Background: an optimization exercise with open tools, aiming at small area, a short achievable clock period and few clock cycles per item. Do not read the settings as production practice. At most, simulation tests tie the RTL to the original design; equivalence was not proved.

==> inputs of wip/juniper <==
==> flow/design.v (excerpt) <==
module classifier
(
   input  logic        clk,
   input  logic        local_rst,
   output logic        addr_valid,
   input  logic        addr_ready,
   output logic [20:0] addr,
   input  logic        din_valid,
   output logic        din_ready,
   input  logic [41:0] din,
   input  logic        stddev_valid,
   output logic        stddev_ready,
   input  logic [15:0] stddev,
   output logic        result_valid,
   input  logic        result_ready,
   output logic        result
);
clock: 9.0 ns
lec_check: 0
abc_area: 1
cap_margin: 20
core_margin: 2
core_utilization: 40
setup_slack_margin: 3
slew_margin: 20
run.sh (not shown) runs the stock make flow with config.mk's settings and CLKGATE_MAP_FILE= SYNTH_SCRIPT=/design/flow/synth_recipe.tcl, a recipe that flattens the netlist after the stock synthesis.
==> inputs of wip/harbor, as changes to wip/juniper <==
--- a/flow/design.v
+++ b/flow/design.v
@@ -82,96 +82,66 @@
    assign result       = at32 & pass2;
    assign stddev_ready = result_valid;
    assign din_ready    = sd_seen;
    assign clear        = result_valid & result_ready;
    logic [2:0]  f;
    logic [1:0]  c;
    logic        neg;
    logic        first;
-   logic [13:0] d0;
-   logic [13:0] d1;
-   logic [13:0] d2;
-   logic [13:0] tp;
-   logic [14:0] tq;
-   logic [14:0] tr;
-   logic [20:0] tm;
-   logic [17:0] tb;
-   logic [20:0] kc;
+   logic [20:0] tp;
+   logic [20:0] tq;
+   logic [20:0] tr;
+   logic [20:0] ta;
+   logic [20:0] tb;
+   logic [20:0] tacc;
+   logic [2:0]  tk;
+   logic [20:0] p;
+   logic [20:0] q;
+   logic [20:0] r;
+   logic [20:0] sa;
+   logic [20:0] sb;
+   logic        na;
+   logic        nb;
+   logic        ua;
+   logic        ub;
    logic [20:0] acc_next;
-   always_comb begin
-      case (dc[4:0])
-         5'd0: kc = 21'b110111100000000000101;
-         5'd1: kc = 21'b111111000000000000010;
-         5'd2: kc = 21'b111111000000000000010;
-         5'd3: kc = 21'b111111100000000000001;
-         5'd4: kc = 21'b111001100000000000100;
-         5'd5: kc = 21'b111111000000000000010;
-         5'd6: kc = 21'b111111000000000000010;
-         5'd7: kc = 21'b111111100000000000001;
-         5'd8: kc = 21'b111111100000000000001;
-         5'd9: kc = 21'b111110100000000000011;
-         5'd10: kc = 21'b111110100000000000011;
-         5'd11: kc = 21'b111111100000000000001;
-         5'd12: kc = 21'b110101100000000000110;
-         5'd13: kc = 21'b111110100000000000011;
-         5'd14: kc = 21'b111110100000000000011;
-         5'd15: kc = 21'b111111100000000000001;
-         5'd16: kc = 21'b111011100000000000011;
-         5'd17: kc = 21'b111110000000000000100;
-         5'd18: kc = 21'b111110000000000000100;
-         5'd19: kc = 21'b111111100000000000001;
-         5'd20: kc = 21'b111111100000000000001;
-         5'd21: kc = 21'b111110100000000000011;
-         5'd22: kc = 21'b111110100000000000011;
-         5'd23: kc = 21'b111111100000000000001;
-         5'd24: kc = 21'b111101100000000000010;
-         5'd25: kc = 21'b111111000000000000010;
-         5'd26: kc = 21'b111111000000000000010;
-         5'd27: kc = 21'b111111100000000000001;
-         5'd28: kc = 21'b110011100000000000111;
-         5'd29: kc = 21'b111111000000000000010;
-         5'd30: kc = 21'b111111000000000000010;
-         5'd31: kc = 21'b111111100000000000001;
-         default: kc = '0;
-      endcase
-   end
    assign f     = dc[4:2];
    assign c     = dc[1:0];
    assign neg   = c[0] ^ c[1];           
    assign first = (c == 2'd0);
-   assign d0    = din[41:28];
-   assign d1    = din[27:14];
-   assign d2    = din[13:0];
-   assign tp = neg ? d0 : ~d0;
-   assign tq = {neg ? ~d1 : d1, 1'b0};
+   assign p = {7'd0, din[41:28]};
+   assign q = {6'd0, din[27:14], 1'b0};
    always_comb begin
       case (f)
-         3'd2, 3'd3, 3'd5: tr = {1'b0, neg ? ~d1 : d1};
-         3'd4:             tr = {neg ? ~d2 : d2, 1'b0};
-         default:          tr = '0;
-      endcase
-      if (first) begin
-         case (f)
-            3'd0, 3'd3, 3'd7: tm = {3'd0, ~stddev, 2'd0};
-            3'd1, 3'd4:       tm = {4'd0, ~stddev, 1'd0};
-            3'd2, 3'd5:       tm = {4'd0, stddev, 1'd0};
-            default:          tm = '0;
-         endcase
-      end else begin
-         tm = acc;
-      end
-      case (f)
-         3'd1, 3'd3, 3'd6: tb = first ? {2'd0, ~stddev} : '0;
-         3'd5:             tb = first ? {2'd0, stddev} : '0;
-         3'd7:             tb = first ? {1'd0, ~stddev, 1'b0} : '0;
-         default:          tb = '0;
+         3'd2, 3'd3, 3'd5: r = {7'd0, din[27:14]};
+         3'd4:             r = {6'd0, din[13:0], 1'b0};
+         default:          r = '0;
       endcase
    end
-   assign acc_next = tm + tp + tq + tr + tb + kc;
+   always_comb begin
+      case (f)
+         3'd0:    begin sa = {3'd0, stddev, 2'd0}; na = 1'b1; ua = 1'b1; sb = {4'd0, stddev, 1'b0}; nb = 1'b1; ub = 1'b0; end
+         3'd1:    begin sa = {4'd0, stddev, 1'b0}; na = 1'b1; ua = 1'b1; sb = {5'd0, stddev};       nb = 1'b1; ub = 1'b1; end
+         3'd2:    begin sa = {4'd0, stddev, 1'b0}; na = 1'b0; ua = 1'b1; sb = {5'd0, stddev};       nb = 1'b0; ub = 1'b0; end
+         3'd3:    begin sa = {3'd0, stddev, 2'd0}; na = 1'b1; ua = 1'b1; sb = {5'd0, stddev};       nb = 1'b1; ub = 1'b1; end
+         3'd4:    begin sa = {4'd0, stddev, 1'b0}; na = 1'b1; ua = 1'b1; sb = {5'd0, stddev};       nb = 1'b1; ub = 1'b0; end
+         3'd5:    begin sa = {4'd0, stddev, 1'b0}; na = 1'b0; ua = 1'b1; sb = {5'd0, stddev};       nb = 1'b0; ub = 1'b1; end
+         3'd6:    begin sa = {4'd0, stddev, 1'b0}; na = 1'b1; ua = 1'b0; sb = {5'd0, stddev};       nb = 1'b1; ub = 1'b1; end
+         default: begin sa = {3'd0, stddev, 2'd0}; na = 1'b1; ua = 1'b1; sb = {4'd0, stddev, 1'b0}; nb = 1'b1; ub = 1'b1; end
+      endcase
+   end
+   assign tp   = neg ? p : ~p;
+   assign tq   = neg ? ~q : q;
+   assign tr   = neg ? ~r : r;
+   assign ta   = (first & ua) ? (na ? ~sa : sa) : '0;
+   assign tb   = (first & ub) ? (nb ? ~sb : sb) : '0;
+   assign tacc = first ? '0 : acc;
+   assign tk   = (neg ? 3'd2 : 3'd1) + {2'd0, first & ua & na} + {2'd0, first & ub & nb};
+   assign acc_next = tacc + tp + tq + tr + ta + tb + {18'd0, tk};
    always_ff @(posedge clk) begin
       if (local_rst || clear) begin
          ic      <= '0;
          dc      <= '0;
          sd_seen <= 1'b0;
       end else begin
          if (stddev_valid) begin
             sd_seen <= 1'b1;
Settings changed: ABC_AREA 1 to unset, SETUP_SLACK_MARGIN 3 to unset.
==> inputs of wip/sierra, as changes to wip/juniper <==
--- a/flow/design.v
+++ b/flow/design.v
@@ -80,98 +80,62 @@
    assign addr_valid = ~ic_stop | (at8 & pass0) | (at20 & pass1);
    assign result_valid = (at8 & ~pass0) | (at20 & ~pass1) | at32;
    assign result       = at32 & pass2;
    assign stddev_ready = result_valid;
    assign din_ready    = sd_seen;
    assign clear        = result_valid & result_ready;
    logic [2:0]  f;
    logic [1:0]  c;
-   logic        neg;
    logic        first;
    logic [13:0] d0;
    logic [13:0] d1;
    logic [13:0] d2;
-   logic [13:0] tp;
    logic [14:0] tq;
    logic [14:0] tr;
    logic [20:0] tm;
-   logic [17:0] tb;
-   logic [20:0] kc;
+   logic [1:0]  kc;
+   logic [20:0] tbx;
    logic [20:0] acc_next;
-   always_comb begin
-      case (dc[4:0])
-         5'd0: kc = 21'b110111100000000000101;
-         5'd1: kc = 21'b111111000000000000010;
-         5'd2: kc = 21'b111111000000000000010;
-         5'd3: kc = 21'b111111100000000000001;
-         5'd4: kc = 21'b111001100000000000100;
-         5'd5: kc = 21'b111111000000000000010;
-         5'd6: kc = 21'b111111000000000000010;
-         5'd7: kc = 21'b111111100000000000001;
-         5'd8: kc = 21'b111111100000000000001;
-         5'd9: kc = 21'b111110100000000000011;
-         5'd10: kc = 21'b111110100000000000011;
-         5'd11: kc = 21'b111111100000000000001;
-         5'd12: kc = 21'b110101100000000000110;
-         5'd13: kc = 21'b111110100000000000011;
-         5'd14: kc = 21'b111110100000000000011;
-         5'd15: kc = 21'b111111100000000000001;
-         5'd16: kc = 21'b111011100000000000011;
-         5'd17: kc = 21'b111110000000000000100;
-         5'd18: kc = 21'b111110000000000000100;
-         5'd19: kc = 21'b111111100000000000001;
-         5'd20: kc = 21'b111111100000000000001;
-         5'd21: kc = 21'b111110100000000000011;
-         5'd22: kc = 21'b111110100000000000011;
-         5'd23: kc = 21'b111111100000000000001;
-         5'd24: kc = 21'b111101100000000000010;
-         5'd25: kc = 21'b111111000000000000010;
-         5'd26: kc = 21'b111111000000000000010;
-         5'd27: kc = 21'b111111100000000000001;
-         5'd28: kc = 21'b110011100000000000111;
-         5'd29: kc = 21'b111111000000000000010;
-         5'd30: kc = 21'b111111000000000000010;
-         5'd31: kc = 21'b111111100000000000001;
-         default: kc = '0;
-      endcase
-   end
    assign f     = dc[4:2];
    assign c     = dc[1:0];
-   assign neg   = c[0] ^ c[1];           
    assign first = (c == 2'd0);
    assign d0    = din[41:28];
    assign d1    = din[27:14];
    assign d2    = din[13:0];
-   assign tp = neg ? d0 : ~d0;
-   assign tq = {neg ? ~d1 : d1, 1'b0};
+   assign tq = {d1, 1'b0};
    always_comb begin
       case (f)
-         3'd2, 3'd3, 3'd5: tr = {1'b0, neg ? ~d1 : d1};
-         3'd4:             tr = {neg ? ~d2 : d2, 1'b0};
+         3'd2, 3'd3, 3'd5: tr = {1'b0, d1};
+         3'd4:             tr = {d2, 1'b0};
          default:          tr = '0;
       endcase
       if (first) begin
          case (f)
-            3'd0, 3'd3, 3'd7: tm = {3'd0, ~stddev, 2'd0};
-            3'd1, 3'd4:       tm = {4'd0, ~stddev, 1'd0};
+            3'd0, 3'd3, 3'd7: tm = ~{3'd0, stddev, 2'd0};
+            3'd1, 3'd4:       tm = ~{4'd0, stddev, 1'd0};
             3'd2, 3'd5:       tm = {4'd0, stddev, 1'd0};
             default:          tm = '0;
          endcase
       end else begin
-         tm = acc;
+         tm = acc ^ {21{c[0]}};
       end
       case (f)
-         3'd1, 3'd3, 3'd6: tb = first ? {2'd0, ~stddev} : '0;
-         3'd5:             tb = first ? {2'd0, stddev} : '0;
-         3'd7:             tb = first ? {1'd0, ~stddev, 1'b0} : '0;
-         default:          tb = '0;
+         3'd1, 3'd3, 3'd7: kc = first ? 2'd2 : 2'd0;
+         3'd0, 3'd4, 3'd6: kc = first ? 2'd1 : 2'd0;
+         default:          kc = 2'd0;
+      endcase
+      case (f)
+         3'd1, 3'd3, 3'd6: tbx = first ? ~{5'd0, stddev} : '0;
+         3'd5:             tbx = first ? {5'd0, stddev} : '0;
+         3'd7:             tbx = first ? ~{4'd0, stddev, 1'b0} : '0;
+         default:          tbx = '0;
       endcase
    end
-   assign acc_next = tm + tp + tq + tr + tb + kc;
+   assign acc_next = tm + {7'd0, ~d0} + tq + tr + tbx + kc;
    always_ff @(posedge clk) begin
       if (local_rst || clear) begin
          ic      <= '0;
          dc      <= '0;
          sd_seen <= 1'b0;
       end else begin
          if (stddev_valid) begin
             sd_seen <= 1'b1;
Settings changed: SETUP_SLACK_MARGIN 3 to unset.
==> qor.csv <==
stage,metric,value,unit
status,outcome,finished clean,
grt,met2 usage,0.2996,
worst_setup_path,CP dominant cell by count,fa_1,
worst_setup_path,critical path arrival,7.09,ns
# the run above: wip/harbor

==> qor.csv <==
stage,metric,value,unit
synthesis,"area leader, netlist",fa_1,
worst_setup_path,critical path arrival,6.12,ns
grt,met2 usage,0.3571,
synthesis,Synth top area share,0.1512,
status,outcome,finished clean,
# the run above: wip/sierra

==> qor.csv <==
stage,metric,value,unit
status,outcome,finished clean,
worst_setup_path,critical path arrival,5.85,ns
worst_setup_path,CP dominant cell by count,fa_1,
synthesis,Synth Area in Simple Gates,0.2388,
worst_setup_path,WS Path Type,primary input to flip-flop,
final_layout,register area,1451,um2
# the run above: wip/juniper

Testbench counts of wip/harbor, summed over its fixed seeds: cycles 82,658, windows 4,800.
Function not checked in wip/juniper and wip/sierra: the RTL went through the layout flow alone.

==> port drivers added, routing unchanged <==
In the flow no input, the clock included, has a driving cell. The finished layouts below were timed again as built, in two steps.
Step 1 assumes that a clkbuf_16 drives the clock port and a buf_2 every other input.
Step 2 times the ports against the registers' clock, not the clock port: input delays grow and output delays shrink by t, the midpoint of the rising clock arrivals with the driver on.
Slacks: ideal ports / drivers / drivers and shift; pairs: ideal ports / drivers.
| run | shift t [ns] | slack for setup (ns) | worst setup path after step 2 | cell pins on the clock port's net |
|---|---|---|---|---|
| wip/juniper | 0.379 | 3.248 / 3.244 / 2.865 | input to register | 1 |
| wip/harbor | 0.344 | 1.969 / 1.977 / 1.634 | input to register | 1 |
| wip/sierra | 0.346 | 2.933 / 2.933 / 2.683 | input to register | 1 |
After both steps setup and hold are still met in every run listed. For wip/juniper, which loses most, drivers alone change the setup slack by -0.004 ns; drivers and shift together by -0.383 ns.
